This is an optimization exercise on Yosys and OpenROAD, whose aim is small area, a short achievable clock period and few clock cycles per item, not a production implementation. The RTL was checked by simulation tests, not by an equivalence proof against the original design.

## design/flow/config.mk

```make
export PLATFORM = sky130hd
export DESIGN_NAME = ntt_core
export DESIGN_NICKNAME = ntt_core
export VERILOG_FILES = /design/flow/design.v
export SDC_FILE = /design/flow/constraint.sdc
export NUM_CORES = 4
export LEC_CHECK = 0
export ABC_AREA = 1
export CAP_MARGIN = 20
export CORE_MARGIN = 2
export CORE_UTILIZATION = 40
export CTS_BUF_LIST = sky130_fd_sc_hd__clkbuf_8
export SETUP_SLACK_MARGIN = 3.25
export SLEW_MARGIN = 20
```

## design/flow/constraint.sdc

```tcl
create_clock -name core_clock -period 7.0 [get_ports {clk}]
set_input_delay 1.4000 -clock core_clock [delete_from_list [all_inputs] [get_ports {clk}]]
set_output_delay 1.4000 -clock core_clock [all_outputs]
set_load 0.01 [all_outputs]
```

## design/flow/design.v

```verilog
package ntt_pkg;
    localparam int DATA_W = 14;
    localparam logic [DATA_W-1:0] Q = 14'd12289;
    localparam logic [DATA_W-1:0] R2_MOD_Q = 14'd6829;
endpackage
`timescale 1ns/1ps
module coef_regfile (
    input  logic        clk,
    input  logic [3:0]  wr,         
    input  logic [13:0] wd0,
    input  logic [13:0] wd1,
    input  logic [13:0] wd2,
    input  logic [13:0] wd3,
    output logic [13:0] head0,
    output logic [13:0] head1,
    output logic [13:0] head2,
    output logic [13:0] head3,
    output logic [13:0] nxt0,
    output logic [13:0] nxt1,
    output logic [13:0] nxt3
);
    logic [13:0] l0 [0:3];
    logic [13:0] l1 [0:3];
    logic [13:0] l2 [0:3];
    logic [13:0] l3 [0:3];
    always_ff @(posedge clk) begin
        l0[0] <= wr[0] ? wd0 : l0[1]; l0[1] <= l0[2]; l0[2] <= l0[3]; l0[3] <= l0[0];
        l1[0] <= wr[1] ? wd1 : l1[1]; l1[1] <= l1[2]; l1[2] <= l1[3]; l1[3] <= l1[0];
        l2[0] <= wr[2] ? wd2 : l2[1]; l2[1] <= l2[2]; l2[2] <= l2[3]; l2[3] <= l2[0];
        l3[0] <= wr[3] ? wd3 : l3[1]; l3[1] <= l3[2]; l3[2] <= l3[3]; l3[3] <= l3[0];
    end
    assign head0 = l0[0];
    assign head1 = l1[0];
    assign head2 = l2[0];
    assign head3 = l3[0];
    assign nxt0  = l0[1];
    assign nxt1  = l1[1];
    assign nxt3  = l3[1];
endmodule
`timescale 1ns/1ps
module twiddle_ram (
    input  logic        clk,
    input  logic        wr_en,
    input  logic [2:0]  wr_idx,
    input  logic [13:0] wr_data,
    input  logic [2:0]  rd_sel,     
    output logic [13:0] rd_data
);
    logic [13:0] w1, w2, w3, w4, w6;
    always_ff @(posedge clk) begin
        if (wr_en && wr_idx == 3'd1) w1 <= wr_data;
        if (wr_en && wr_idx == 3'd2) w2 <= wr_data;
        if (wr_en && wr_idx == 3'd3) w3 <= wr_data;
        if (wr_en && wr_idx == 3'd4) w4 <= wr_data;
        if (wr_en && wr_idx == 3'd6) w6 <= wr_data;
    end
    always_comb begin
        case (rd_sel)
            3'd0:    rd_data = w1;
            3'd1:    rd_data = w2;
            3'd2:    rd_data = w3;
            3'd3:    rd_data = w4;
            3'd4:    rd_data = w6;
            default: rd_data = ntt_pkg::R2_MOD_Q;
        endcase
    end
endmodule
`timescale 1ns/1ps
module mod_mult (
    input  logic        clk,
    input  logic [13:0] a,
    input  logic [13:0] b,
    output logic [13:0] p
);
    logic [13:0] a_r;
    logic [13:0] b_r;
    logic [27:0] s_r;      
    logic [27:0] c_r;
    logic [13:0] hi_r;     
    logic [13:0] m_r;      
    logic [1:0]  k_r;      
    logic [27:0] s_n;
    logic [27:0] c_n;
    logic [27:0] prod;
    logic [13:0] lo;
    logic [13:0] m;
    logic [2:0]  h;
    logic [1:0]  c;
    logic [1:0]  kc;
    logic [14:0] tx, ty, ux, uy;
    logic [14:0] t;
    logic [14:0] tq;
    mul_csa csa_i (.a(a_r), .b(b_r), .s(s_n), .c(c_n));
    always_comb begin
        prod = s_r + c_r;
        lo   = prod[13:0];
        m    = {2'(lo[1:0] * 2'd3), 12'd0} - lo;
        h    = {1'b0, lo[13:12]} + {1'b0, lo[1:0]};
        if (lo == 14'd0)                                           c = 2'd0;
        else if ((h > 3'd4) || ((h == 3'd4) && (lo[11:0] != 12'd0))) c = 2'd2;
        else                                                       c = 2'd1;
        kc   = c + 2'(m[1] & m[0]);
        tx   = {1'b0, hi_r} ^ {3'b0, m_r[13:2]} ^ {2'b0, m_r[13:1]};
        ty   = {(({1'b0, hi_r} & {3'b0, m_r[13:2]}) | ({1'b0, hi_r} & {2'b0, m_r[13:1]}) |
                 ({3'b0, m_r[13:2]} & {2'b0, m_r[13:1]})), 1'b0};
        ux   = tx ^ ty ^ 15'd20479;
        uy   = {((tx & ty) | (tx & 15'd20479) | (ty & 15'd20479)), 1'b0};
        t    = tx + ty + 15'(k_r);
        tq   = ux + uy + 15'(k_r);
    end
    always_ff @(posedge clk) begin
        a_r  <= a;
        b_r  <= b;
        s_r  <= s_n;
        c_r  <= c_n;
        hi_r <= prod[27:14];
        m_r  <= m;
        k_r  <= kc;
        p    <= tq[14] ? t[13:0] : tq[13:0];
    end
endmodule
module mul_csa (
    input  logic [13:0] a,
    input  logic [13:0] b,
    output logic [27:0] s,
    output logic [27:0] c
);
    logic [13:0] pp [0:13];
    always_comb for (int i = 0; i < 14; i++) pp[i] = a & {14{b[i]}};
    logic s1;
    logic c2;
    logic s3;
    logic c4;
    logic s5;
    logic c6;
    logic s7;
    logic c8;
    logic s9;
    logic c10;
    logic s11;
    logic c12;
    logic s13;
    logic c14;
    logic s15;
    logic c16;
    logic s17;
    logic c18;
    logic s19;
    logic c20;
    logic s21;
    logic c22;
    logic s23;
    logic c24;
    logic s25;
    logic c26;
    logic s27;
    logic c28;
    logic s29;
    logic c30;
    logic s31;
    logic c32;
    logic s33;
    logic c34;
    logic s35;
    logic c36;
    logic s37;
    logic c38;
    logic s39;
    logic c40;
    logic s41;
    logic c42;
    logic s43;
    logic c44;
    logic s45;
    logic c46;
    logic s47;
    logic c48;
    logic s49;
    logic c50;
    logic s51;
    logic c52;
    logic s53;
    logic c54;
    logic s55;
    logic c56;
    logic s57;
    logic c58;
    logic s59;
    logic c60;
    logic s61;
    logic c62;
    logic s63;
    logic c64;
    logic s65;
    logic c66;
    logic s67;
    logic c68;
    logic s69;
    logic c70;
    logic s71;
    logic c72;
    logic s73;
    logic c74;
    logic s75;
    logic c76;
    logic s77;
    logic c78;
    logic s79;
    logic c80;
    logic s81;
    logic c82;
    logic s83;
    logic c84;
    logic s85;
    logic c86;
    logic s87;
    logic c88;
    logic s89;
    logic c90;
    logic s91;
    logic c92;
    logic s93;
    logic c94;
    logic s95;
    logic c96;
    logic s97;
    logic c98;
    logic s99;
    logic c100;
    logic s101;
    logic c102;
    logic s103;
    logic c104;
    logic s105;
    logic c106;
    logic s107;
    logic c108;
    logic s109;
    logic c110;
    logic s111;
    logic c112;
    logic s113;
    logic c114;
    logic s115;
    logic c116;
    logic s117;
    logic c118;
    logic s119;
    logic c120;
    logic s121;
    logic c122;
    logic s123;
    logic c124;
    logic s125;
    logic c126;
    logic s127;
    logic c128;
    logic s129;
    logic c130;
    logic s131;
    logic c132;
    logic s133;
    logic c134;
    logic s135;
    logic c136;
    logic s137;
    logic c138;
    logic s139;
    logic c140;
    logic s141;
    logic c142;
    logic s143;
    logic c144;
    logic s145;
    logic c146;
    logic s147;
    logic c148;
    logic s149;
    logic c150;
    logic s151;
    logic c152;
    logic s153;
    logic c154;
    logic s155;
    logic c156;
    logic s157;
    logic c158;
    logic s159;
    logic c160;
    logic s161;
    logic c162;
    logic s163;
    logic c164;
    logic s165;
    logic c166;
    logic s167;
    logic c168;
    logic s169;
    logic c170;
    logic s171;
    logic c172;
    logic s173;
    logic c174;
    logic s175;
    logic c176;
    logic s177;
    logic c178;
    logic s179;
    logic c180;
    logic s181;
    logic c182;
    logic s183;
    logic c184;
    logic s185;
    logic c186;
    logic s187;
    logic c188;
    logic s189;
    logic c190;
    logic s191;
    logic c192;
    logic s193;
    logic c194;
    logic s195;
    logic c196;
    logic s197;
    logic c198;
    logic s199;
    logic c200;
    logic s201;
    logic c202;
    logic s203;
    logic c204;
    logic s205;
    logic c206;
    logic s207;
    logic c208;
    logic s209;
    logic c210;
    logic s211;
    logic c212;
    logic s213;
    logic c214;
    logic s215;
    logic c216;
    logic s217;
    logic c218;
    logic s219;
    logic c220;
    logic s221;
    logic c222;
    logic s223;
    logic c224;
    logic s225;
    logic c226;
    logic s227;
    logic c228;
    logic s229;
    logic c230;
    logic s231;
    logic c232;
    logic s233;
    logic c234;
    logic s235;
    logic c236;
    logic s237;
    logic c238;
    logic s239;
    logic c240;
    logic s241;
    logic c242;
    logic s243;
    logic c244;
    logic s245;
    logic c246;
    logic s247;
    logic c248;
    logic s249;
    logic c250;
    logic s251;
    logic c252;
    logic s253;
    logic c254;
    logic s255;
    logic c256;
    logic s257;
    logic c258;
    logic s259;
    logic c260;
    logic s261;
    logic c262;
    logic s263;
    logic c264;
    logic s265;
    logic c266;
    logic s267;
    logic c268;
    logic s269;
    logic c270;
    logic s271;
    logic c272;
    logic s273;
    logic c274;
    logic s275;
    logic c276;
    logic s277;
    logic c278;
    logic s279;
    logic c280;
    logic s281;
    logic c282;
    logic s283;
    logic c284;
    logic s285;
    logic c286;
    logic s287;
    logic c288;
    logic s289;
    logic c290;
    logic s291;
    logic c292;
    logic s293;
    logic c294;
    logic s295;
    logic c296;
    logic s297;
    logic c298;
    logic s299;
    logic c300;
    logic s301;
    logic c302;
    logic s303;
    logic c304;
    logic s305;
    logic c306;
    logic s307;
    logic c308;
    logic s309;
    logic c310;
    logic s311;
    logic c312;
    assign s1 = pp[0][13] ^ pp[1][12];
    assign c2 = pp[0][13] & pp[1][12];
    assign s3 = pp[1][13] ^ pp[2][12];
    assign c4 = pp[1][13] & pp[2][12];
    assign s5 = pp[0][9] ^ pp[1][8];
    assign c6 = pp[0][9] & pp[1][8];
    assign s7 = pp[0][10] ^ pp[1][9] ^ pp[2][8];
    assign c8 = (pp[0][10] & pp[1][9]) | (pp[0][10] & pp[2][8]) | (pp[1][9] & pp[2][8]);
    assign s9 = pp[3][7] ^ pp[4][6];
    assign c10 = pp[3][7] & pp[4][6];
    assign s11 = pp[0][11] ^ pp[1][10] ^ pp[2][9];
    assign c12 = (pp[0][11] & pp[1][10]) | (pp[0][11] & pp[2][9]) | (pp[1][10] & pp[2][9]);
    assign s13 = pp[3][8] ^ pp[4][7] ^ pp[5][6];
    assign c14 = (pp[3][8] & pp[4][7]) | (pp[3][8] & pp[5][6]) | (pp[4][7] & pp[5][6]);
    assign s15 = pp[6][5] ^ pp[7][4];
    assign c16 = pp[6][5] & pp[7][4];
    assign s17 = pp[0][12] ^ pp[1][11] ^ pp[2][10];
    assign c18 = (pp[0][12] & pp[1][11]) | (pp[0][12] & pp[2][10]) | (pp[1][11] & pp[2][10]);
    assign s19 = pp[3][9] ^ pp[4][8] ^ pp[5][7];
    assign c20 = (pp[3][9] & pp[4][8]) | (pp[3][9] & pp[5][7]) | (pp[4][8] & pp[5][7]);
    assign s21 = pp[6][6] ^ pp[7][5] ^ pp[8][4];
    assign c22 = (pp[6][6] & pp[7][5]) | (pp[6][6] & pp[8][4]) | (pp[7][5] & pp[8][4]);
    assign s23 = pp[9][3] ^ pp[10][2];
    assign c24 = pp[9][3] & pp[10][2];
    assign s25 = s1 ^ pp[2][11] ^ pp[3][10];
    assign c26 = (s1 & pp[2][11]) | (s1 & pp[3][10]) | (pp[2][11] & pp[3][10]);
    assign s27 = pp[4][9] ^ pp[5][8] ^ pp[6][7];
    assign c28 = (pp[4][9] & pp[5][8]) | (pp[4][9] & pp[6][7]) | (pp[5][8] & pp[6][7]);
    assign s29 = pp[7][6] ^ pp[8][5] ^ pp[9][4];
    assign c30 = (pp[7][6] & pp[8][5]) | (pp[7][6] & pp[9][4]) | (pp[8][5] & pp[9][4]);
    assign s31 = pp[10][3] ^ pp[11][2] ^ pp[12][1];
    assign c32 = (pp[10][3] & pp[11][2]) | (pp[10][3] & pp[12][1]) | (pp[11][2] & pp[12][1]);
    assign s33 = c2 ^ s3 ^ pp[3][11];
    assign c34 = (c2 & s3) | (c2 & pp[3][11]) | (s3 & pp[3][11]);
    assign s35 = pp[4][10] ^ pp[5][9] ^ pp[6][8];
    assign c36 = (pp[4][10] & pp[5][9]) | (pp[4][10] & pp[6][8]) | (pp[5][9] & pp[6][8]);
    assign s37 = pp[7][7] ^ pp[8][6] ^ pp[9][5];
    assign c38 = (pp[7][7] & pp[8][6]) | (pp[7][7] & pp[9][5]) | (pp[8][6] & pp[9][5]);
    assign s39 = pp[10][4] ^ pp[11][3] ^ pp[12][2];
    assign c40 = (pp[10][4] & pp[11][3]) | (pp[10][4] & pp[12][2]) | (pp[11][3] & pp[12][2]);
    assign s41 = c4 ^ pp[2][13] ^ pp[3][12];
    assign c42 = (c4 & pp[2][13]) | (c4 & pp[3][12]) | (pp[2][13] & pp[3][12]);
    assign s43 = pp[4][11] ^ pp[5][10] ^ pp[6][9];
    assign c44 = (pp[4][11] & pp[5][10]) | (pp[4][11] & pp[6][9]) | (pp[5][10] & pp[6][9]);
    assign s45 = pp[7][8] ^ pp[8][7] ^ pp[9][6];
    assign c46 = (pp[7][8] & pp[8][7]) | (pp[7][8] & pp[9][6]) | (pp[8][7] & pp[9][6]);
    assign s47 = pp[10][5] ^ pp[11][4] ^ pp[12][3];
    assign c48 = (pp[10][5] & pp[11][4]) | (pp[10][5] & pp[12][3]) | (pp[11][4] & pp[12][3]);
    assign s49 = pp[3][13] ^ pp[4][12] ^ pp[5][11];
    assign c50 = (pp[3][13] & pp[4][12]) | (pp[3][13] & pp[5][11]) | (pp[4][12] & pp[5][11]);
    assign s51 = pp[6][10] ^ pp[7][9] ^ pp[8][8];
    assign c52 = (pp[6][10] & pp[7][9]) | (pp[6][10] & pp[8][8]) | (pp[7][9] & pp[8][8]);
    assign s53 = pp[9][7] ^ pp[10][6] ^ pp[11][5];
    assign c54 = (pp[9][7] & pp[10][6]) | (pp[9][7] & pp[11][5]) | (pp[10][6] & pp[11][5]);
    assign s55 = pp[4][13] ^ pp[5][12] ^ pp[6][11];
    assign c56 = (pp[4][13] & pp[5][12]) | (pp[4][13] & pp[6][11]) | (pp[5][12] & pp[6][11]);
    assign s57 = pp[7][10] ^ pp[8][9] ^ pp[9][8];
    assign c58 = (pp[7][10] & pp[8][9]) | (pp[7][10] & pp[9][8]) | (pp[8][9] & pp[9][8]);
    assign s59 = pp[5][13] ^ pp[6][12] ^ pp[7][11];
    assign c60 = (pp[5][13] & pp[6][12]) | (pp[5][13] & pp[7][11]) | (pp[6][12] & pp[7][11]);
    assign s61 = pp[0][6] ^ pp[1][5];
    assign c62 = pp[0][6] & pp[1][5];
    assign s63 = pp[0][7] ^ pp[1][6] ^ pp[2][5];
    assign c64 = (pp[0][7] & pp[1][6]) | (pp[0][7] & pp[2][5]) | (pp[1][6] & pp[2][5]);
    assign s65 = pp[3][4] ^ pp[4][3];
    assign c66 = pp[3][4] & pp[4][3];
    assign s67 = pp[0][8] ^ pp[1][7] ^ pp[2][6];
    assign c68 = (pp[0][8] & pp[1][7]) | (pp[0][8] & pp[2][6]) | (pp[1][7] & pp[2][6]);
    assign s69 = pp[3][5] ^ pp[4][4] ^ pp[5][3];
    assign c70 = (pp[3][5] & pp[4][4]) | (pp[3][5] & pp[5][3]) | (pp[4][4] & pp[5][3]);
    assign s71 = pp[6][2] ^ pp[7][1];
    assign c72 = pp[6][2] & pp[7][1];
    assign s73 = s5 ^ pp[2][7] ^ pp[3][6];
    assign c74 = (s5 & pp[2][7]) | (s5 & pp[3][6]) | (pp[2][7] & pp[3][6]);
    assign s75 = pp[4][5] ^ pp[5][4] ^ pp[6][3];
    assign c76 = (pp[4][5] & pp[5][4]) | (pp[4][5] & pp[6][3]) | (pp[5][4] & pp[6][3]);
    assign s77 = pp[7][2] ^ pp[8][1] ^ pp[9][0];
    assign c78 = (pp[7][2] & pp[8][1]) | (pp[7][2] & pp[9][0]) | (pp[8][1] & pp[9][0]);
    assign s79 = c6 ^ s7 ^ s9;
    assign c80 = (c6 & s7) | (c6 & s9) | (s7 & s9);
    assign s81 = pp[5][5] ^ pp[6][4] ^ pp[7][3];
    assign c82 = (pp[5][5] & pp[6][4]) | (pp[5][5] & pp[7][3]) | (pp[6][4] & pp[7][3]);
    assign s83 = pp[8][2] ^ pp[9][1] ^ pp[10][0];
    assign c84 = (pp[8][2] & pp[9][1]) | (pp[8][2] & pp[10][0]) | (pp[9][1] & pp[10][0]);
    assign s85 = c8 ^ c10 ^ s11;
    assign c86 = (c8 & c10) | (c8 & s11) | (c10 & s11);
    assign s87 = s13 ^ s15 ^ pp[8][3];
    assign c88 = (s13 & s15) | (s13 & pp[8][3]) | (s15 & pp[8][3]);
    assign s89 = pp[9][2] ^ pp[10][1] ^ pp[11][0];
    assign c90 = (pp[9][2] & pp[10][1]) | (pp[9][2] & pp[11][0]) | (pp[10][1] & pp[11][0]);
    assign s91 = c12 ^ c14 ^ c16;
    assign c92 = (c12 & c14) | (c12 & c16) | (c14 & c16);
    assign s93 = s17 ^ s19 ^ s21;
    assign c94 = (s17 & s19) | (s17 & s21) | (s19 & s21);
    assign s95 = s23 ^ pp[11][1] ^ pp[12][0];
    assign c96 = (s23 & pp[11][1]) | (s23 & pp[12][0]) | (pp[11][1] & pp[12][0]);
    assign s97 = c18 ^ c20 ^ c22;
    assign c98 = (c18 & c20) | (c18 & c22) | (c20 & c22);
    assign s99 = c24 ^ s25 ^ s27;
    assign c100 = (c24 & s25) | (c24 & s27) | (s25 & s27);
    assign s101 = s29 ^ s31 ^ pp[13][0];
    assign c102 = (s29 & s31) | (s29 & pp[13][0]) | (s31 & pp[13][0]);
    assign s103 = c26 ^ c28 ^ c30;
    assign c104 = (c26 & c28) | (c26 & c30) | (c28 & c30);
    assign s105 = c32 ^ s33 ^ s35;
    assign c106 = (c32 & s33) | (c32 & s35) | (s33 & s35);
    assign s107 = s37 ^ s39 ^ pp[13][1];
    assign c108 = (s37 & s39) | (s37 & pp[13][1]) | (s39 & pp[13][1]);
    assign s109 = c34 ^ c36 ^ c38;
    assign c110 = (c34 & c36) | (c34 & c38) | (c36 & c38);
    assign s111 = c40 ^ s41 ^ s43;
    assign c112 = (c40 & s41) | (c40 & s43) | (s41 & s43);
    assign s113 = s45 ^ s47 ^ pp[13][2];
    assign c114 = (s45 & s47) | (s45 & pp[13][2]) | (s47 & pp[13][2]);
    assign s115 = c42 ^ c44 ^ c46;
    assign c116 = (c42 & c44) | (c42 & c46) | (c44 & c46);
    assign s117 = c48 ^ s49 ^ s51;
    assign c118 = (c48 & s49) | (c48 & s51) | (s49 & s51);
    assign s119 = s53 ^ pp[12][4] ^ pp[13][3];
    assign c120 = (s53 & pp[12][4]) | (s53 & pp[13][3]) | (pp[12][4] & pp[13][3]);
    assign s121 = c50 ^ c52 ^ c54;
    assign c122 = (c50 & c52) | (c50 & c54) | (c52 & c54);
    assign s123 = s55 ^ s57 ^ pp[10][7];
    assign c124 = (s55 & s57) | (s55 & pp[10][7]) | (s57 & pp[10][7]);
    assign s125 = pp[11][6] ^ pp[12][5] ^ pp[13][4];
    assign c126 = (pp[11][6] & pp[12][5]) | (pp[11][6] & pp[13][4]) | (pp[12][5] & pp[13][4]);
    assign s127 = c56 ^ c58 ^ s59;
    assign c128 = (c56 & c58) | (c56 & s59) | (c58 & s59);
    assign s129 = pp[8][10] ^ pp[9][9] ^ pp[10][8];
    assign c130 = (pp[8][10] & pp[9][9]) | (pp[8][10] & pp[10][8]) | (pp[9][9] & pp[10][8]);
    assign s131 = pp[11][7] ^ pp[12][6] ^ pp[13][5];
    assign c132 = (pp[11][7] & pp[12][6]) | (pp[11][7] & pp[13][5]) | (pp[12][6] & pp[13][5]);
    assign s133 = c60 ^ pp[6][13] ^ pp[7][12];
    assign c134 = (c60 & pp[6][13]) | (c60 & pp[7][12]) | (pp[6][13] & pp[7][12]);
    assign s135 = pp[8][11] ^ pp[9][10] ^ pp[10][9];
    assign c136 = (pp[8][11] & pp[9][10]) | (pp[8][11] & pp[10][9]) | (pp[9][10] & pp[10][9]);
    assign s137 = pp[11][8] ^ pp[12][7] ^ pp[13][6];
    assign c138 = (pp[11][8] & pp[12][7]) | (pp[11][8] & pp[13][6]) | (pp[12][7] & pp[13][6]);
    assign s139 = pp[7][13] ^ pp[8][12] ^ pp[9][11];
    assign c140 = (pp[7][13] & pp[8][12]) | (pp[7][13] & pp[9][11]) | (pp[8][12] & pp[9][11]);
    assign s141 = pp[10][10] ^ pp[11][9] ^ pp[12][8];
    assign c142 = (pp[10][10] & pp[11][9]) | (pp[10][10] & pp[12][8]) | (pp[11][9] & pp[12][8]);
    assign s143 = pp[8][13] ^ pp[9][12] ^ pp[10][11];
    assign c144 = (pp[8][13] & pp[9][12]) | (pp[8][13] & pp[10][11]) | (pp[9][12] & pp[10][11]);
    assign s145 = pp[0][4] ^ pp[1][3];
    assign c146 = pp[0][4] & pp[1][3];
    assign s147 = pp[0][5] ^ pp[1][4] ^ pp[2][3];
    assign c148 = (pp[0][5] & pp[1][4]) | (pp[0][5] & pp[2][3]) | (pp[1][4] & pp[2][3]);
    assign s149 = pp[3][2] ^ pp[4][1];
    assign c150 = pp[3][2] & pp[4][1];
    assign s151 = s61 ^ pp[2][4] ^ pp[3][3];
    assign c152 = (s61 & pp[2][4]) | (s61 & pp[3][3]) | (pp[2][4] & pp[3][3]);
    assign s153 = pp[4][2] ^ pp[5][1] ^ pp[6][0];
    assign c154 = (pp[4][2] & pp[5][1]) | (pp[4][2] & pp[6][0]) | (pp[5][1] & pp[6][0]);
    assign s155 = c62 ^ s63 ^ s65;
    assign c156 = (c62 & s63) | (c62 & s65) | (s63 & s65);
    assign s157 = pp[5][2] ^ pp[6][1] ^ pp[7][0];
    assign c158 = (pp[5][2] & pp[6][1]) | (pp[5][2] & pp[7][0]) | (pp[6][1] & pp[7][0]);
    assign s159 = c64 ^ c66 ^ s67;
    assign c160 = (c64 & c66) | (c64 & s67) | (c66 & s67);
    assign s161 = s69 ^ s71 ^ pp[8][0];
    assign c162 = (s69 & s71) | (s69 & pp[8][0]) | (s71 & pp[8][0]);
    assign s163 = c68 ^ c70 ^ c72;
    assign c164 = (c68 & c70) | (c68 & c72) | (c70 & c72);
    assign s165 = s73 ^ s75 ^ s77;
    assign c166 = (s73 & s75) | (s73 & s77) | (s75 & s77);
    assign s167 = c74 ^ c76 ^ c78;
    assign c168 = (c74 & c76) | (c74 & c78) | (c76 & c78);
    assign s169 = s79 ^ s81 ^ s83;
    assign c170 = (s79 & s81) | (s79 & s83) | (s81 & s83);
    assign s171 = c80 ^ c82 ^ c84;
    assign c172 = (c80 & c82) | (c80 & c84) | (c82 & c84);
    assign s173 = s85 ^ s87 ^ s89;
    assign c174 = (s85 & s87) | (s85 & s89) | (s87 & s89);
    assign s175 = c86 ^ c88 ^ c90;
    assign c176 = (c86 & c88) | (c86 & c90) | (c88 & c90);
    assign s177 = s91 ^ s93 ^ s95;
    assign c178 = (s91 & s93) | (s91 & s95) | (s93 & s95);
    assign s179 = c92 ^ c94 ^ c96;
    assign c180 = (c92 & c94) | (c92 & c96) | (c94 & c96);
    assign s181 = s97 ^ s99 ^ s101;
    assign c182 = (s97 & s99) | (s97 & s101) | (s99 & s101);
    assign s183 = c98 ^ c100 ^ c102;
    assign c184 = (c98 & c100) | (c98 & c102) | (c100 & c102);
    assign s185 = s103 ^ s105 ^ s107;
    assign c186 = (s103 & s105) | (s103 & s107) | (s105 & s107);
    assign s187 = c104 ^ c106 ^ c108;
    assign c188 = (c104 & c106) | (c104 & c108) | (c106 & c108);
    assign s189 = s109 ^ s111 ^ s113;
    assign c190 = (s109 & s111) | (s109 & s113) | (s111 & s113);
    assign s191 = c110 ^ c112 ^ c114;
    assign c192 = (c110 & c112) | (c110 & c114) | (c112 & c114);
    assign s193 = s115 ^ s117 ^ s119;
    assign c194 = (s115 & s117) | (s115 & s119) | (s117 & s119);
    assign s195 = c116 ^ c118 ^ c120;
    assign c196 = (c116 & c118) | (c116 & c120) | (c118 & c120);
    assign s197 = s121 ^ s123 ^ s125;
    assign c198 = (s121 & s123) | (s121 & s125) | (s123 & s125);
    assign s199 = c122 ^ c124 ^ c126;
    assign c200 = (c122 & c124) | (c122 & c126) | (c124 & c126);
    assign s201 = s127 ^ s129 ^ s131;
    assign c202 = (s127 & s129) | (s127 & s131) | (s129 & s131);
    assign s203 = c128 ^ c130 ^ c132;
    assign c204 = (c128 & c130) | (c128 & c132) | (c130 & c132);
    assign s205 = s133 ^ s135 ^ s137;
    assign c206 = (s133 & s135) | (s133 & s137) | (s135 & s137);
    assign s207 = c134 ^ c136 ^ c138;
    assign c208 = (c134 & c136) | (c134 & c138) | (c136 & c138);
    assign s209 = s139 ^ s141 ^ pp[13][7];
    assign c210 = (s139 & s141) | (s139 & pp[13][7]) | (s141 & pp[13][7]);
    assign s211 = c140 ^ c142 ^ s143;
    assign c212 = (c140 & c142) | (c140 & s143) | (c142 & s143);
    assign s213 = pp[11][10] ^ pp[12][9] ^ pp[13][8];
    assign c214 = (pp[11][10] & pp[12][9]) | (pp[11][10] & pp[13][8]) | (pp[12][9] & pp[13][8]);
    assign s215 = c144 ^ pp[9][13] ^ pp[10][12];
    assign c216 = (c144 & pp[9][13]) | (c144 & pp[10][12]) | (pp[9][13] & pp[10][12]);
    assign s217 = pp[11][11] ^ pp[12][10] ^ pp[13][9];
    assign c218 = (pp[11][11] & pp[12][10]) | (pp[11][11] & pp[13][9]) | (pp[12][10] & pp[13][9]);
    assign s219 = pp[10][13] ^ pp[11][12] ^ pp[12][11];
    assign c220 = (pp[10][13] & pp[11][12]) | (pp[10][13] & pp[12][11]) | (pp[11][12] & pp[12][11]);
    assign s221 = pp[0][3] ^ pp[1][2];
    assign c222 = pp[0][3] & pp[1][2];
    assign s223 = s145 ^ pp[2][2] ^ pp[3][1];
    assign c224 = (s145 & pp[2][2]) | (s145 & pp[3][1]) | (pp[2][2] & pp[3][1]);
    assign s225 = c146 ^ s147 ^ s149;
    assign c226 = (c146 & s147) | (c146 & s149) | (s147 & s149);
    assign s227 = c148 ^ c150 ^ s151;
    assign c228 = (c148 & c150) | (c148 & s151) | (c150 & s151);
    assign s229 = c152 ^ c154 ^ s155;
    assign c230 = (c152 & c154) | (c152 & s155) | (c154 & s155);
    assign s231 = c156 ^ c158 ^ s159;
    assign c232 = (c156 & c158) | (c156 & s159) | (c158 & s159);
    assign s233 = c160 ^ c162 ^ s163;
    assign c234 = (c160 & c162) | (c160 & s163) | (c162 & s163);
    assign s235 = c164 ^ c166 ^ s167;
    assign c236 = (c164 & c166) | (c164 & s167) | (c166 & s167);
    assign s237 = c168 ^ c170 ^ s171;
    assign c238 = (c168 & c170) | (c168 & s171) | (c170 & s171);
    assign s239 = c172 ^ c174 ^ s175;
    assign c240 = (c172 & c174) | (c172 & s175) | (c174 & s175);
    assign s241 = c176 ^ c178 ^ s179;
    assign c242 = (c176 & c178) | (c176 & s179) | (c178 & s179);
    assign s243 = c180 ^ c182 ^ s183;
    assign c244 = (c180 & c182) | (c180 & s183) | (c182 & s183);
    assign s245 = c184 ^ c186 ^ s187;
    assign c246 = (c184 & c186) | (c184 & s187) | (c186 & s187);
    assign s247 = c188 ^ c190 ^ s191;
    assign c248 = (c188 & c190) | (c188 & s191) | (c190 & s191);
    assign s249 = c192 ^ c194 ^ s195;
    assign c250 = (c192 & c194) | (c192 & s195) | (c194 & s195);
    assign s251 = c196 ^ c198 ^ s199;
    assign c252 = (c196 & c198) | (c196 & s199) | (c198 & s199);
    assign s253 = c200 ^ c202 ^ s203;
    assign c254 = (c200 & c202) | (c200 & s203) | (c202 & s203);
    assign s255 = c204 ^ c206 ^ s207;
    assign c256 = (c204 & c206) | (c204 & s207) | (c206 & s207);
    assign s257 = c208 ^ c210 ^ s211;
    assign c258 = (c208 & c210) | (c208 & s211) | (c210 & s211);
    assign s259 = c212 ^ c214 ^ s215;
    assign c260 = (c212 & c214) | (c212 & s215) | (c214 & s215);
    assign s261 = c216 ^ c218 ^ s219;
    assign c262 = (c216 & c218) | (c216 & s219) | (c218 & s219);
    assign s263 = c220 ^ pp[11][13] ^ pp[12][12];
    assign c264 = (c220 & pp[11][13]) | (c220 & pp[12][12]) | (pp[11][13] & pp[12][12]);
    assign s265 = pp[0][2] ^ pp[1][1];
    assign c266 = pp[0][2] & pp[1][1];
    assign s267 = s221 ^ pp[2][1] ^ pp[3][0];
    assign c268 = (s221 & pp[2][1]) | (s221 & pp[3][0]) | (pp[2][1] & pp[3][0]);
    assign s269 = c222 ^ s223 ^ pp[4][0];
    assign c270 = (c222 & s223) | (c222 & pp[4][0]) | (s223 & pp[4][0]);
    assign s271 = c224 ^ s225 ^ pp[5][0];
    assign c272 = (c224 & s225) | (c224 & pp[5][0]) | (s225 & pp[5][0]);
    assign s273 = c226 ^ s227 ^ s153;
    assign c274 = (c226 & s227) | (c226 & s153) | (s227 & s153);
    assign s275 = c228 ^ s229 ^ s157;
    assign c276 = (c228 & s229) | (c228 & s157) | (s229 & s157);
    assign s277 = c230 ^ s231 ^ s161;
    assign c278 = (c230 & s231) | (c230 & s161) | (s231 & s161);
    assign s279 = c232 ^ s233 ^ s165;
    assign c280 = (c232 & s233) | (c232 & s165) | (s233 & s165);
    assign s281 = c234 ^ s235 ^ s169;
    assign c282 = (c234 & s235) | (c234 & s169) | (s235 & s169);
    assign s283 = c236 ^ s237 ^ s173;
    assign c284 = (c236 & s237) | (c236 & s173) | (s237 & s173);
    assign s285 = c238 ^ s239 ^ s177;
    assign c286 = (c238 & s239) | (c238 & s177) | (s239 & s177);
    assign s287 = c240 ^ s241 ^ s181;
    assign c288 = (c240 & s241) | (c240 & s181) | (s241 & s181);
    assign s289 = c242 ^ s243 ^ s185;
    assign c290 = (c242 & s243) | (c242 & s185) | (s243 & s185);
    assign s291 = c244 ^ s245 ^ s189;
    assign c292 = (c244 & s245) | (c244 & s189) | (s245 & s189);
    assign s293 = c246 ^ s247 ^ s193;
    assign c294 = (c246 & s247) | (c246 & s193) | (s247 & s193);
    assign s295 = c248 ^ s249 ^ s197;
    assign c296 = (c248 & s249) | (c248 & s197) | (s249 & s197);
    assign s297 = c250 ^ s251 ^ s201;
    assign c298 = (c250 & s251) | (c250 & s201) | (s251 & s201);
    assign s299 = c252 ^ s253 ^ s205;
    assign c300 = (c252 & s253) | (c252 & s205) | (s253 & s205);
    assign s301 = c254 ^ s255 ^ s209;
    assign c302 = (c254 & s255) | (c254 & s209) | (s255 & s209);
    assign s303 = c256 ^ s257 ^ s213;
    assign c304 = (c256 & s257) | (c256 & s213) | (s257 & s213);
    assign s305 = c258 ^ s259 ^ s217;
    assign c306 = (c258 & s259) | (c258 & s217) | (s259 & s217);
    assign s307 = c260 ^ s261 ^ pp[13][10];
    assign c308 = (c260 & s261) | (c260 & pp[13][10]) | (s261 & pp[13][10]);
    assign s309 = c262 ^ s263 ^ pp[13][11];
    assign c310 = (c262 & s263) | (c262 & pp[13][11]) | (s263 & pp[13][11]);
    assign s311 = c264 ^ pp[12][13] ^ pp[13][12];
    assign c312 = (c264 & pp[12][13]) | (c264 & pp[13][12]) | (pp[12][13] & pp[13][12]);
    assign s[0] = pp[0][0];
    assign c[0] = 1'b0;
    assign s[1] = pp[0][1];
    assign c[1] = pp[1][0];
    assign s[2] = s265;
    assign c[2] = pp[2][0];
    assign s[3] = c266;
    assign c[3] = s267;
    assign s[4] = c268;
    assign c[4] = s269;
    assign s[5] = c270;
    assign c[5] = s271;
    assign s[6] = c272;
    assign c[6] = s273;
    assign s[7] = c274;
    assign c[7] = s275;
    assign s[8] = c276;
    assign c[8] = s277;
    assign s[9] = c278;
    assign c[9] = s279;
    assign s[10] = c280;
    assign c[10] = s281;
    assign s[11] = c282;
    assign c[11] = s283;
    assign s[12] = c284;
    assign c[12] = s285;
    assign s[13] = c286;
    assign c[13] = s287;
    assign s[14] = c288;
    assign c[14] = s289;
    assign s[15] = c290;
    assign c[15] = s291;
    assign s[16] = c292;
    assign c[16] = s293;
    assign s[17] = c294;
    assign c[17] = s295;
    assign s[18] = c296;
    assign c[18] = s297;
    assign s[19] = c298;
    assign c[19] = s299;
    assign s[20] = c300;
    assign c[20] = s301;
    assign s[21] = c302;
    assign c[21] = s303;
    assign s[22] = c304;
    assign c[22] = s305;
    assign s[23] = c306;
    assign c[23] = s307;
    assign s[24] = c308;
    assign c[24] = s309;
    assign s[25] = c310;
    assign c[25] = s311;
    assign s[26] = c312;
    assign c[26] = pp[13][13];
    assign s[27] = 1'b0;
    assign c[27] = 1'b0;
endmodule
`timescale 1ns/1ps
module mod_addsub (
    input  logic [13:0] a,
    input  logic [13:0] b,
    input  logic        sub,
    output logic [13:0] y
);
    logic [14:0] bb;
    logic [14:0] s;
    logic [14:0] t;
    logic [14:0] k;
    logic [14:0] cx;
    logic [14:0] cy;
    always_comb begin
        bb = {1'b0, b} ^ {15{sub}};
        k  = sub ? 15'd12290 : 15'd20479;
        cx = {1'b0, a} ^ bb ^ k;
        cy = ({1'b0, a} & bb) | ({1'b0, a} & k) | (bb & k);
        s  = {1'b0, a} + bb + 15'(sub);
        t  = cx + {cy[13:0], 1'b0};
        if (sub) y = s[14] ? t[13:0] : s[13:0];
        else     y = t[14] ? s[13:0] : t[13:0];
    end
endmodule
module mod_add (
    input  logic [13:0] a,
    input  logic [13:0] b,
    output logic [13:0] y
);
    logic [14:0] s;
    logic [14:0] t;
    logic [14:0] cx;
    logic [14:0] cy;
    always_comb begin
        cx = {1'b0, a} ^ {1'b0, b} ^ 15'd20479;
        cy = ({1'b0, a} & {1'b0, b}) | ({1'b0, a} & 15'd20479) | ({1'b0, b} & 15'd20479);
        s = {1'b0, a} + {1'b0, b};
        t = cx + {cy[13:0], 1'b0};
        y = t[14] ? s[13:0] : t[13:0];
    end
endmodule
module mod_sub (
    input  logic [13:0] a,
    input  logic [13:0] b,
    output logic [13:0] y
);
    logic [14:0] s;
    logic [14:0] t;
    logic [14:0] cx;
    logic [14:0] cy;
    always_comb begin
        cx = {1'b0, a} ^ {1'b1, ~b} ^ 15'd12290;
        cy = ({1'b0, a} & {1'b1, ~b}) | ({1'b0, a} & 15'd12290) | ({1'b1, ~b} & 15'd12290);
        s = {1'b0, a} + {1'b1, ~b} + 15'd1;
        t = cx + {cy[13:0], 1'b0};
        y = s[14] ? t[13:0] : s[13:0];
    end
endmodule
`timescale 1ns/1ps
`timescale 1ns/1ps
module ntt_core (
    input  logic        clk,
    input  logic        reset,
    input  logic        load_w,
    input  logic        load_data,
    input  logic        start,
    input  logic [13:0] din,
    output logic        done,
    output logic [13:0] dout
);
    typedef enum logic [2:0] {
        S_IDLE,
        S_LTW,
        S_LDATA,
        S_WAIT,
        S_RUN
    } state_t;
    state_t      state;
    logic [3:0]  seq;
    logic [3:0]  twk;      
    logic [1:0]  hcol;     
    logic [4:0]  k;        
    logic [4:0]  kn;       
    logic        spec;     
    logic        ready;
    logic        go;
    logic        go_spec;
    logic        cmd_start;
    logic        commit;
    logic        abort;
    logic [13:0] din_r;
    logic        ldv_r;    
    logic [3:0]  ldi_r;
    assign cmd_start = start && !load_w && !load_data;
    assign ready     = (hcol == 2'd1) && (twk >= 4'd13);
    assign go_spec   = (state == S_LDATA) && (seq == 4'd14) && ready;
    assign commit    = spec && (state == S_IDLE) && cmd_start;
    assign abort     = spec && (state == S_IDLE) && !cmd_start;
    assign go        = ready && !spec && (((state == S_IDLE) && cmd_start) || (state == S_WAIT));
    assign kn        = (go || go_spec) ? 5'd1 :
                       (abort ? 5'd0 : (((k != 5'd0) && (k != 5'd25)) ? k + 5'd1 : 5'd0));
    always_ff @(posedge clk or posedge reset) begin
        if (reset) begin
            state <= S_IDLE;
            seq   <= '0;
            twk   <= 4'd15;
            hcol  <= '0;
            k     <= '0;
            spec  <= 1'b0;
            ldv_r <= 1'b0;
            ldi_r <= '0;
        end else begin
            hcol  <= hcol + 2'd1;
            ldv_r <= (state == S_LDATA);
            ldi_r <= seq;
            k     <= kn;
            if (twk != 4'd15) twk <= twk + 4'd1;
            if (go_spec) spec <= 1'b1;
            if (state == S_IDLE) spec <= 1'b0;
            case (state)
                S_IDLE: begin
                    seq <= '0;
                    if (commit) begin
                        state <= S_RUN;
                    end else if (load_w) begin
                        state <= S_LTW;
                        twk   <= '0;
                    end else if (load_data) begin
                        state <= S_LDATA;
                        hcol  <= 2'd3;
                    end else if (start) begin
                        state <= go ? S_RUN : S_WAIT;
                    end
                end
                S_LTW: begin
                    seq <= seq + 4'd1;
                    if (seq == 4'd7) state <= S_IDLE;
                end
                S_LDATA: begin
                    seq <= seq + 4'd1;
                    if (seq == 4'd15) state <= S_IDLE;
                end
                S_WAIT: begin
                    if (go) state <= S_RUN;
                end
                S_RUN: begin
                    if (k == 5'd25) state <= S_IDLE;
                end
                default: state <= S_IDLE;
            endcase
        end
    end
    logic       s2_sub;
    logic       s2_swap;   
    logic       s2_bu2;    
    logic       d_wr;
    logic       z_mult;
    logic       ru_p3;     
    logic       ru_sub;
    logic       f_r3n;     
    logic       en_r1;
    logic       en_r0;
    logic       en_r2;
    logic       f_hi;      
    logic       f_sub;
    logic       out_en;
    always_ff @(posedge clk) begin
        s2_sub  <= ((kn >= 5'd5) && (kn <= 5'd8)) || (kn >= 5'd13);
        s2_swap <= (kn == 5'd15);
        s2_bu2  <= (kn <= 5'd8);
        d_wr    <= (kn >= 5'd4) && (kn <= 5'd7);
        ru_p3   <= (kn[1:0] == 2'd3);
        ru_sub  <= kn[1];
        f_r3n   <= (kn[1:0] != 2'd1);
        en_r1   <= (kn[1:0] == 2'd0);
        en_r0   <= (kn[1:0] == 2'd1);
        en_r2   <= (kn[1:0] == 2'd2);
        f_hi    <= kn[1] ^ 1'b1;       
        f_sub   <= kn[0];
        out_en  <= (kn >= 5'd10) && (kn <= 5'd25);
        case (kn)
            5'd9, 5'd10, 5'd11, 5'd13, 5'd14, 5'd15, 5'd17, 5'd18, 5'd19: z_mult <= 1'b1;
            default: z_mult <= 1'b0;
        endcase
    end
    logic [4:0] kq;
    logic [1:0] ma_sel;
    logic [2:0] tw_sel;
    logic       conv;      
    assign kq   = ((k != 5'd0) && (k != 5'd25)) ? k + 5'd1 : 5'd0;
    assign conv = (twk <= 4'd7);
    always_comb begin
        if (kq <= 5'd4)           ma_sel = 2'd1;   
        else if (kq[1:0] == 2'd1) ma_sel = 2'd2;   
        else                      ma_sel = 2'd3;   
        case (kq)
            5'd6:    tw_sel = 3'd1;   
            5'd8:    tw_sel = 3'd4;   
            5'd10:   tw_sel = 3'd0;   
            5'd11:   tw_sel = 3'd1;   
            5'd12:   tw_sel = 3'd2;   
            5'd14:   tw_sel = 3'd2;   
            5'd15:   tw_sel = 3'd4;   
            5'd16:   tw_sel = 3'd0;   
            default: tw_sel = 3'd3;   
        endcase
        if (conv) tw_sel = 3'd7;
    end
    always_ff @(posedge clk) begin
        din_r <= din;
    end
    logic [13:0] h0, h1, h2, h3, n0, n1, n3;
    logic [13:0] lx;       
    logic [13:0] la, lc;
    logic [3:0]  l_wr;
    logic        l_hi;     
    assign l_hi = ldi_r[3];
    assign lx   = ldi_r[2] ? n1 : n0;
    mod_add ld_add_i (.a(lx), .b(din_r), .y(la));
    mod_sub ld_sub_i (.a(lx), .b(din_r), .y(lc));
    logic [13:0] e_nxt;
    assign e_nxt = (ldv_r && (ldi_r[3:2] == 2'd3)) ? lc : n3;
    always_comb begin
        l_wr = 4'b0000;
        if (ldv_r) begin
            l_wr[{l_hi, ldi_r[2]}] = 1'b1;    
            if (l_hi) l_wr[{1'b0, ldi_r[2]}] = 1'b1;    
        end
    end
    coef_regfile rf_i (
        .clk  (clk),
        .wr   (l_wr),
        .wd0  (l_hi ? la : din_r),
        .wd1  (l_hi ? la : din_r),
        .wd2  (lc),
        .wd3  (lc),
        .head0(h0),
        .head1(h1),
        .head2(h2),
        .head3(h3),
        .nxt0 (n0),
        .nxt1 (n1),
        .nxt3 (n3)
    );
    logic [13:0] dr [0:3];
    logic [13:0] mp;
    always_ff @(posedge clk) begin
        dr[0] <= d_wr ? mp : dr[1];
        dr[1] <= dr[2];
        dr[2] <= dr[3];
        dr[3] <= dr[0];
    end
    logic [13:0] y, y_n;
    logic [13:0] s2_a, s2_b;
    assign s2_a = s2_swap ? dr[0] : (s2_bu2 ? h0 : h2);
    assign s2_b = s2_bu2 ? h1 : (s2_swap ? h2 : dr[0]);
    mod_addsub s2_i (.a(s2_a), .b(s2_b), .sub(s2_sub), .y(y_n));
    always_ff @(posedge clk) begin
        y <= y_n;
    end
    logic [13:0] ma;
    logic [13:0] mb;
    always_comb begin
        if (conv)                 ma = din;
        else if (ma_sel == 2'd1)  ma = e_nxt;
        else if (ma_sel == 2'd2)  ma = t_r;
        else                      ma = y_n;
    end
    twiddle_ram tw_i (
        .clk    (clk),
        .wr_en  ((twk >= 4'd4) && (twk <= 4'd11)),
        .wr_idx (3'(twk - 4'd4)),
        .wr_data(mp),
        .rd_sel (tw_sel),
        .rd_data(mb)
    );
    mod_mult mult_i (
        .clk(clk),
        .a  (ma),
        .b  (mb),
        .p  (mp)
    );
    logic [13:0] yd1, yd2, yd3;
    always_ff @(posedge clk) begin
        yd1 <= y;
        yd2 <= yd1;
        yd3 <= yd2;
    end
    logic [13:0] z;
    logic [13:0] zd1, zd2, zd3, zd4;
    assign z = z_mult ? mp : yd3;
    always_ff @(posedge clk) begin
        zd1 <= z;
        zd2 <= zd1;
        zd3 <= zd2;
        zd4 <= zd3;
    end
    logic [13:0] ru_a, ru_b, ru_y;
    logic [13:0] t_r;      
    logic [13:0] r0, r1, r2, r3h;
    always_comb begin
        ru_a = ({14{ru_p3 | en_r2}} & zd2) | ({14{en_r1}} & zd3) | ({14{en_r0}} & zd1);
        ru_b = ({14{ru_p3}} & z) | ({14{en_r1}} & zd1) | ({14{en_r0}} & zd3) | ({14{en_r2}} & zd4);
    end
    mod_addsub ru_i (.a(ru_a), .b(ru_b), .sub(ru_sub), .y(ru_y));
    always_ff @(posedge clk) begin
        t_r <= ru_y;
        if (en_r1) r1 <= ru_y;
        if (en_r0) r0 <= ru_y;
        if (en_r2) r2 <= ru_y;
        r3h <= mp;
    end
    logic [13:0] fa, fb, fy;
    assign fa = f_hi ? r2 : r0;
    assign fb = f_hi ? (f_r3n ? mp : r3h) : r1;
    mod_addsub fin_i (.a(fa), .b(fb), .sub(f_sub), .y(fy));
    always_ff @(posedge clk or posedge reset) begin
        if (reset) begin
            done <= 1'b0;
            dout <= '0;
        end else begin
            done <= (k == 5'd9);
            dout <= out_en ? fy : 14'd0;
        end
    end
endmodule
```

## design/flow/run.sh

```bash
#!/bin/bash
# synth_recipe.tcl (not shown) runs the flow's synth.tcl, then flattens the netlist and writes it again
# the make line also repeats each setting of config.mk as NAME=value (left out here)
make -C /OpenROAD-flow-scripts/flow DESIGN_CONFIG=/design/flow/config.mk WORK_HOME=/design/flow/orfs CLKGATE_MAP_FILE= SYNTH_SCRIPT=/design/flow/synth_recipe.tcl finish
```

==> summary.txt, run 1 <==
The number of global-route vias before repair is between 20000 and 30000. For this configuration, the core starts out at a cell density of between 40% and 50%. The net count after synthesis is ~5000. The number of sinks handled by clock tree synthesis came out at 721. STA classifies the critical path endpoint as a flop. After the last flow step, the layout net total stands at 5195. The commonest cells after synthesis are 1100 x sky130_fd_sc_hd__nand2_1, 699 x sky130_fd_sc_hd__inv_1, 572 x sky130_fd_sc_hd__dfxtp_1.

The start-to-end type of the worst setup path is flop to flop. Entering global routing, the biggest net connects 40 pins. The number of enable-type register cells in the synthesized netlist is 112.

The initialized floorplan defines 114 standard-cell rows. Among cell families on the critical path, the largest total delay comes from simple AND/OR/NAND/NOR gates. The required arrival time at the worst endpoint is 7530 ps. The leftover overflow at the end of global routing is 0. The die is about 320 µm wide. The most frequent cell on the critical path is sky130_fd_sc_hd__nand2_1. The final weighted congestion in routability-driven placement is 0.904. The wire length after detailed routing came out at 106000 µm. Of all cell types, the one taking the most synthesized area is sky130_fd_sc_hd__dfxtp_1. The flow ran to the end and the layout has no timing, DRC or antenna violations. The path with the worst hold slack has its endpoint at rf_i.l2[1][9].

Summing over every cut layer, the via total after detailed routing is 29700. The complex-gate fraction of the synthesized area is 8.15%. The dominant cell by count in the synthesized netlist is sky130_fd_sc_hd__nand2_1. The post-synth design cell area came out at 38900 µm². The count of hold buffers inserted by post-cts repair came out at 0.

The relative area change from synthesis to final layout is 15.9%. The combined flip-flop and latch cell area is 15800 µm². In this run the worst hold path is classified as flop to flop. The utilization of the core after routing is between 40% and 50%. The smallest clock period supported by the final layout is computed as roughly 3600 ps. The average wire per standard cell came out at 17.4 µm. The hold violation count in the final report is 0.

The mux cell area share after synthesis is 0.660%. By area, the combinational part of the netlist is dominated by simple AND/OR/NAND/NOR gates. The total placed cells including tap cells is 5794. The worst-case clock buffer depth came out at 3.

The design area came out at 45100 µm². The number of buffers created by CTS is 117. The maximum operating frequency is 0.275 GHz. The delay of the slowest cell on the worst path is 390 ps. Counting the fill cells in the layout gives 9386. Setup repair after global routing could not meet its margin everywhere. The synthesized flop and latch total came out at about 700.

The worst flop-to-flop path endpoint is r2[3]. The detailed-placement wirelength estimate came out at 78800 µm. The startpoint identified for the worst hold timing path is rf_i.l2[2][9].

The area of the placeable core came out at 96400 µm². The area of placed instances is 40500 µm². The startpoint identified for the worst register-to-register timing path is ru_p3. The number of standard cells in the final layout excluding fillers came out at 6090.

Yosys attributes the largest share of cell area to sky130_fd_sc_hd__dfxtp_1 29%, sky130_fd_sc_hd__nand2_1 11%, sky130_fd_sc_hd__fa_1 9.4%. In the final layout, the multi-input gates occupy 21100 µm². The die covers 99700 µm². Counting cells, the worst reg-to-reg path comes to 20. Max-cap violations in this run came to 0. The count of warnings emitted by yosys came out at 14.

The slack of the worst reg-to-reg path is 3360 ps. Of the cells placed in the final design, the portion with a size suffix greater than 1 is 12.9%. The share of synthesized area occupied by flip-flops and latches came out at 40.5%. Walking the worst path, the cells encountered are buf_6 > nor2_4 > clkinvlp_4 > a22oi_1 > nand2_1 > ha_2 > xnor2_1 > ha_1 > nand2_1 > nand3_4 > a21oi_4 > nand3b_1 > nand2_1 > nand3_2 > nand2_4 > nand2_8 > nand2_8 > nand2_1 > o21ai_1 > inv_1. The number of port buffers is 33.

CTS built an H-tree with a depth of 3. Summing the areas of all fa, ha and maj instances in the mapped netlist gives 18.4% of the synthesized area. The worst slew margin relative to its limit came out at 28.6%.

The clock-pin slew on the worst setup and hold paths is approximately 60 ps. The post-route fraction of the period consumed by the critical path came out at around half. The post-route antenna net violation count came out at 0. Hold timing on the final database bottoms out at a slack of 278 ps. The overall routing resource usage is between 20% and 30%. The first-pass GRT wire length came out at 164000 µm.

The biggest fanout along the worst timing path is 15. The sum of buffers and inverters on the critical path is 3. The XOR/XNOR share of the synthesized area came out at around 5.1%. The residual DRC count came out at 0. The simple-gate share of the synthesized area is between 10% and 20%. The vias per cell came out at 4.88. Synthesis handed over a netlist of between 4000 and 5000 instances. Clock skew on the completed layout was measured at between 60 and 70 ps. The fraction of registers with async set or reset after synthesis is under 10%.

The tree is rooted in a sky130_fd_sc_hd__clkbuf_8. The area share of the leading cell type in the synthesized netlist came out at about 30%. The critical path startpoint category is a flop. The setup TNS after final layout is 0 ps. Setup violations remaining at the end of the flow were counted as 0. The slowest stage of the critical path belongs to the cell sky130_fd_sc_hd__ha_2. The average instance in the mapped netlist occupies 8.48 µm². The unique cell type count in the Yosys netlist is 67. The initial antenna violation count is 2. The worst hold path cell count is 0.

At the worst endpoint, the arrival time is 4160 ps. The clock latency at the later pin of the worst-skew pair is 790 ps. The iteration-0 DRC count of the detailed router came out at 1895. The number of top-level pins is 34. The number of slew-limit violations in the final report is 0. For this run, the leading register cell type out of synthesis is sky130_fd_sc_hd__dfxtp_1. TritonCTS built the clock tree. The transition time at the pin with the least slew margin came out at between 1000 and 1500 ps.

The die height came out at 316 µm. The number of detailed-routing iterations run before antenna repair is 6.
## flip-flops by register name (all words and copies together) (netlist names), 26 cells and up
signal / cells
rf_i.l2: 56
rf_i.l0: 56
rf_i.l3: 56
mult_i.s_r: 27
mult_i.c_r: 26
rf_i.l1: 56
dr: 56
## worst reg2reg max path: stages (launching register included)
cell and delay (ps):
sky130_fd_sc_hd__dfxtp_1 310, sky130_fd_sc_hd__buf_6 170, sky130_fd_sc_hd__nor2_4 170, sky130_fd_sc_hd__clkinvlp_4 230, sky130_fd_sc_hd__a22oi_1 210, sky130_fd_sc_hd__nand2_1 110, sky130_fd_sc_hd__ha_2 390, sky130_fd_sc_hd__xnor2_1 80
sky130_fd_sc_hd__ha_1 380, sky130_fd_sc_hd__nand2_1 130, sky130_fd_sc_hd__nand3_4 130, sky130_fd_sc_hd__a21oi_4 70, sky130_fd_sc_hd__nand3b_1 200, sky130_fd_sc_hd__nand2_1 100, sky130_fd_sc_hd__nand3_2 100, sky130_fd_sc_hd__nand2_4 150
sky130_fd_sc_hd__nand2_8 120, sky130_fd_sc_hd__nand2_8 130, sky130_fd_sc_hd__nand2_1 60, sky130_fd_sc_hd__o21ai_1 70, sky130_fd_sc_hd__inv_1 90
## per-stage QoR
| step | worst slack [ps] |
|---|---|
| finish | 3360 |
| detailed placement | 2110 |
| floorplan | 3270 |
| global placement | 2120 |
| global route | 3130 |
| CTS | 3160 |
## cell families (layout without fill, tap and decap cells)
group / count (synthesis) / in the layout
AOI/OAI and AO/OA: 571 / 571
xor gates and xnor gates: 224 / 224
adders and majority gates: 463 / 463
buffers and inverters: 838 / 1059
DFF: 721 / 721
muxes: 24 / 24
other: 0 / 5
and+or+nand+nor: 1743 / 1747
## layout make-up
class | instances | area share (%)
Clock buffer | 145 | 4.43
Antenna cell | 5 | 0.0278
Timing Repair Buffer | 128 | 2.63
Multi-Input combinational cell | 3029 | 46.9
Clock inverter | 70 | 1.21
Inverter | 714 | 6.10
Timing Repair inverter | 2 | 0.0333
Sequential cell | 721 | 35.1
Tap cell | 1276 | 3.54
## layer usage
layer	vias to the layer above	track usage [%]	wire length, µm
met5	-	0	10
met4	2	9.10	4210
met3	214	3.63	5320
met2	713	34.3	48800
met1	14000	28.0	47500
li1	14800	-	-
## worst max path at each step
stage,startpoint,endpoint,slack [ps],cells past startpoint
6_report,ru_p3,r2[3],3360,20
3_5_place_dp,s2_bu2,mult_i.a_r[10],2110,21
4_1_cts,s2_swap,mult_i.a_r[10],3160,23
3_3_place_gp,s2_bu2,mult_i.a_r[10],2120,21
2_1_floorplan,en_r0,r0[3],3270,22
5_1_grt,ldi_r[2],rf_i.l1[0][1],3130,21
## repair_timing
action | CTS | global route
gates resized for setup | 158 | 237
endpoints found under the setup margin | 149 | 145
setup buffers | 23 | 46
pin swaps | 17 | 58
cloned | 4 | 3
hold endpoints to repair | 0 | 0
## placed cells by master (no fill, tap or decap), drive strengths merged, types with 11 or more instances in the layout
cell type	Yosys	routed
dfrtp	33	33
a21o	19	19
a21oi	228	228
a31oi	11	11
xnor2	72	72
edfxtp	112	112
ha	281	281
nand2	1109	1113
dfxtp	572	572
buf	43	94
nor3	34	34
clkinv	4	24
clkbuf	81	146
nor2	230	230
o21ai	237	237
or2	35	35
mux2i	11	11
xor2	152	152
nand3	264	264
fa	182	182
clkdlybuf4s50	0	33
o21bai	15	15
inv	710	746
nand4	32	32
nand3b	14	14
mux2	13	13
a22oi	17	17
and2	13	13
Testbench counts, summed over its fixed seeds: cycles 7,952, transforms 192.
==> run 2, diff against run 1 <==
--- a/design/flow/config.mk
+++ b/design/flow/config.mk
@@ -11,3 +11,3 @@
 export CORE_UTILIZATION = 40
-export CTS_BUF_LIST = sky130_fd_sc_hd__clkbuf_8
+export CTS_BUF_LIST = sky130_fd_sc_hd__clkbuf_4 sky130_fd_sc_hd__clkbuf_8
 export SETUP_SLACK_MARGIN = 3.25
==> summary.txt, run 2 <==
The flow ran to the end and the layout has no timing, DRC or antenna violations. The required arrival time at the worst endpoint is 7510 ps (-20 ps). The worst slew margin relative to its limit came out at 27.6% (-0.94 points). The die footprint came out at 99700 µm² (unchanged).

In the layout the commonest cells are 1069 x sky130_fd_sc_hd__nand2_1, 687 x sky130_fd_sc_hd__inv_1, 535 x sky130_fd_sc_hd__dfxtp_1, 240 x sky130_fd_sc_hd__nand3_1, 238 x sky130_fd_sc_hd__ha_1. The fraction of registers with async set or reset after synthesis was 5.13% (unchanged). The vias per cell is 4.89 (+0.24%). The initial antenna violation count is 2 (unchanged). The number of standard cells in the final layout excluding fillers came out at 6104 (+0.23%). The biggest fanout along the worst timing path was 15 (unchanged). The overall routing resource usage is 21.2% (about the same). The number of nets in the final layout came out at 5210 (+0.29%).

The CTS H-tree depth came out at 3 (unchanged). STA classifies the critical path endpoint as a flop. Setup repair after global routing could not meet its margin everywhere. The die span in x came out at 316 µm (unchanged). The synthesized flop and latch total came to 721 (unchanged). The area of the placeable core is 96400 µm² (unchanged). The sum of buffers and inverters on the critical path came out at 6 (+3).

The setup TNS after final layout is 0 ps (unchanged). The library cell used most frequently in the layout, excluding fill and tap cells, is sky130_fd_sc_hd__nand2_1. The number of buffers created by CTS came to 117 (unchanged). The starting density of the core came out at 40.3% (unchanged).

The minimum clock period after layout came out at 3680 ps (+38.4 ps). The CTS tree is done. The post-synth design cell area is 38900 µm² (unchanged). The net count after synthesis came out at 5066 (unchanged). The placement row count is 114 (unchanged).

The number of global-route vias before repair is 29200 (-0.085%). The combined flip-flop and latch cell area came to 15800 µm² (about the same). After synthesis, the cell types taking the most area are sky130_fd_sc_hd__dfxtp_1 29%, sky130_fd_sc_hd__nand2_1 11%, sky130_fd_sc_hd__fa_1 9.4%. The setup-violating endpoint count in the final report is 0 (unchanged).

The footprint of the multi-input gates is 21200 µm² (+0.28%). The total placed cells including tap cells came out at 5794 (unchanged). The clock latency at the later pin of the worst-skew pair is 790 ps (about the same). The area share of the leading cell type in the synthesized netlist came out at 29.5% (unchanged). The critical path startpoint category is a flop. The largest net degree at the start of global routing is 40 (unchanged).

The final weighted congestion in routability-driven placement was 0.904 (unchanged). The critical-path cell with the highest stage delay is sky130_fd_sc_hd__fa_2. The residual DRC count was 0 (unchanged). The tightest min-delay check is of the flop to flop type. The die height is 316 µm (unchanged).

The leftover overflow at the end of global routing came to 0 (unchanged). The fill cell total of the finished layout is 9335 (-0.54%). The main flop type after synthesis is sky130_fd_sc_hd__dfxtp_1.

The post-route fraction of the period consumed by the critical path came out at 52.5% (+0.55 points). Traced cell by cell, the critical path runs through buf_6 > nor2_4 > clkinvlp_4 > a21oi_4 > inv_1 > ha_1 > inv_1 > ha_2 > inv_2 > fa_2 > inv_2 > nand2_2 > nand2_2 > a21oi_4 > o21bai_1 > a31oi_1 > xor2_1 > nand3_1 > nand3_2 > nand2_4. The share of synthesized area occupied by flip-flops and latches came out at 40.5% (unchanged). The number of enable-type register cells in the synthesized netlist is 112 (unchanged). The number of detailed-routing iterations run before antenna repair is 6 (unchanged). The number of port buffers came out at 33 (unchanged). The fraction of final layout cells with drive strength greater than 1 came out at 14.2% (+1.4 points). The worst-case clock skew came out at 67.7 ps (+2.88 ps). The unique cell type count in the Yosys netlist is 67 (unchanged). The transition time at the pin with the least slew margin came out at 1060 ps (+13.7 ps).

The critical path is of the flop to flop type. The number of slew-limit violations in the final report came to 0 (unchanged). The number of sinks handled by clock tree synthesis came out at 721 (unchanged). The library cell with the largest summed area after synthesis is sky130_fd_sc_hd__dfxtp_1. The average cell area after synthesis was 8.48 µm² (unchanged). The worst-case clock buffer depth came out at 3 (unchanged). The critical path arrival came to 4190 ps (+30 ps). On the critical path the largest part of the delay comes from adder cells. By instance count, the leading cell after synthesis is sky130_fd_sc_hd__nand2_1. The iteration-0 DRC count of the detailed router is 1977 (+4.3%).

The maximum operating frequency is 0.272 GHz (-1.0%). The delay of the slowest cell on the worst path came out at 370 ps (-20 ps). The tree is rooted in a sky130_fd_sc_hd__clkbuf_8. The count of max-cap constraint violations is 0 (unchanged). By count the netlist is led by 1100 x sky130_fd_sc_hd__nand2_1, 699 x sky130_fd_sc_hd__inv_1, 572 x sky130_fd_sc_hd__dfxtp_1. The detailed-placement wirelength estimate is 78800 µm (unchanged). The number of instances in the synthesized netlist is 4584 (unchanged).

The first-pass GRT wire length came out at 164000 µm (+0.11%). The clock-pin slew on the worst setup and hold paths is 60 ps (about the same). The count of hold buffers inserted by post-cts repair came out at 0 (unchanged). The wire length after detailed routing was 106000 µm (+0.23%). The relative area change from synthesis to final layout is 16.8%. The hold violation count in the final report came to 0 (unchanged). The number of top-level pins came out at 34 (unchanged). The count of warnings emitted by yosys is 14 (unchanged).

The post-route antenna net violation count is 0 (unchanged). The total vias in the final route came to 29900 (+0.47%). The average wire per standard cell was 17.4 µm (about the same).
run 2: cell counts after synthesis:
Identical to the previous run, type by type.
run 2: timing repair:
| action | in CTS | in global routing |
|---|---|---|
| endpoints found under the setup margin | 149 | 145 |
| gates resized for setup | 160 | 259 |
| buffers inserted | 23 | 61 |
| pin swaps | 21 | 56 |
| gates cloned | 4 | 3 |
run 2: worst paths after layout:
path | from | endpoint | slack, ps | cells past startpoint
max | ru_p3 | r0[11] | 3320 | 20
min | rf_i.l2[2][9] | rf_i.l2[1][9] | 280 | 0
max reg2reg | ru_p3 | r0[11] | 3320 | 20
min reg2reg | rf_i.l2[2][9] | rf_i.l2[1][9] | 280 | 0
max in group asynchronous | reset | ldi_r[2] | 5560 | 3
min in group asynchronous | reset | ldv_r | 1040 | 3
run 2: stage by stage:
stage	instance area (µm²)	setup WS, ps	hold WS, ps	utilization, %
finish	45400	3320	279	47.1
global route	45400	3130	273	47.1
CTS	43800	3160	254	45.4
detailed placement	40500	2110	312	42.0
global placement	40500	2120	310	42.0
floorplan	38900	3270	310	-
run 2: cell families after synthesis:
logic type,Yosys count,synth area share [%]
AND/OR/NAND/NOR,1743,18.9
buffers and inverters,838,8.27
flip-flops,721,40.5
AO/OA/AOI/OAI,571,8.15
adder cells (fa/ha/maj),463,18.4
XOR/XNOR,224,5.07
multiplexers,24,0.660
run 2: layer usage:
metal | routed length, µm | GRT usage (%) | up-vias
met4 | 4330 | 9.07 | 2
met5 | 10 | 0 | -
met2 | 48900 | 34.4 | 739
met1 | 47400 | 28.0 | 14100
li1 | - | - | 14800
met3 | 5460 | 3.65 | 218
run 2: cell type report:
type                       count  area share, %
multi-input combinational   3029           46.7
sequential                   721           34.9
inverter                     714           6.05
clock buffer                 179           4.96
tap                         1276           3.52
timing repair buffer         143           2.91
clock inverter                36          0.924
timing repair inverter         2         0.0331
antenna                        4         0.0221

-- what the ideal ports hide --
The flow's constraints put no driver on any port. The routed layouts listed below were extracted and timed again, unchanged, in two steps.
Step 1, drivers: a clkbuf_16 drives clk and a buf_2 each remaining input, both assumed.
Step 2 times the ports against the registers' clock, not the clock port: input delays grow and output delays shrink by t, the midpoint of the rising clock arrivals with the driver on.
Three values: no drivers, after step 1, after step 2; two values: the first two.
| run | t, ns | setup WS [ns] | worst slew at a driven data input, ns |
|---|---|---|---|
| run 1 | 0.823 | 3.362 / 3.362 / 2.816 | 0.04 |
| run 2 | 0.822 | 3.324 / 3.324 / 2.802 | 0.04 |
After both steps every run listed still meets setup and hold. For run 1, which loses most, drivers alone change the setup slack by 0.000 ns; drivers and shift together by -0.546 ns.
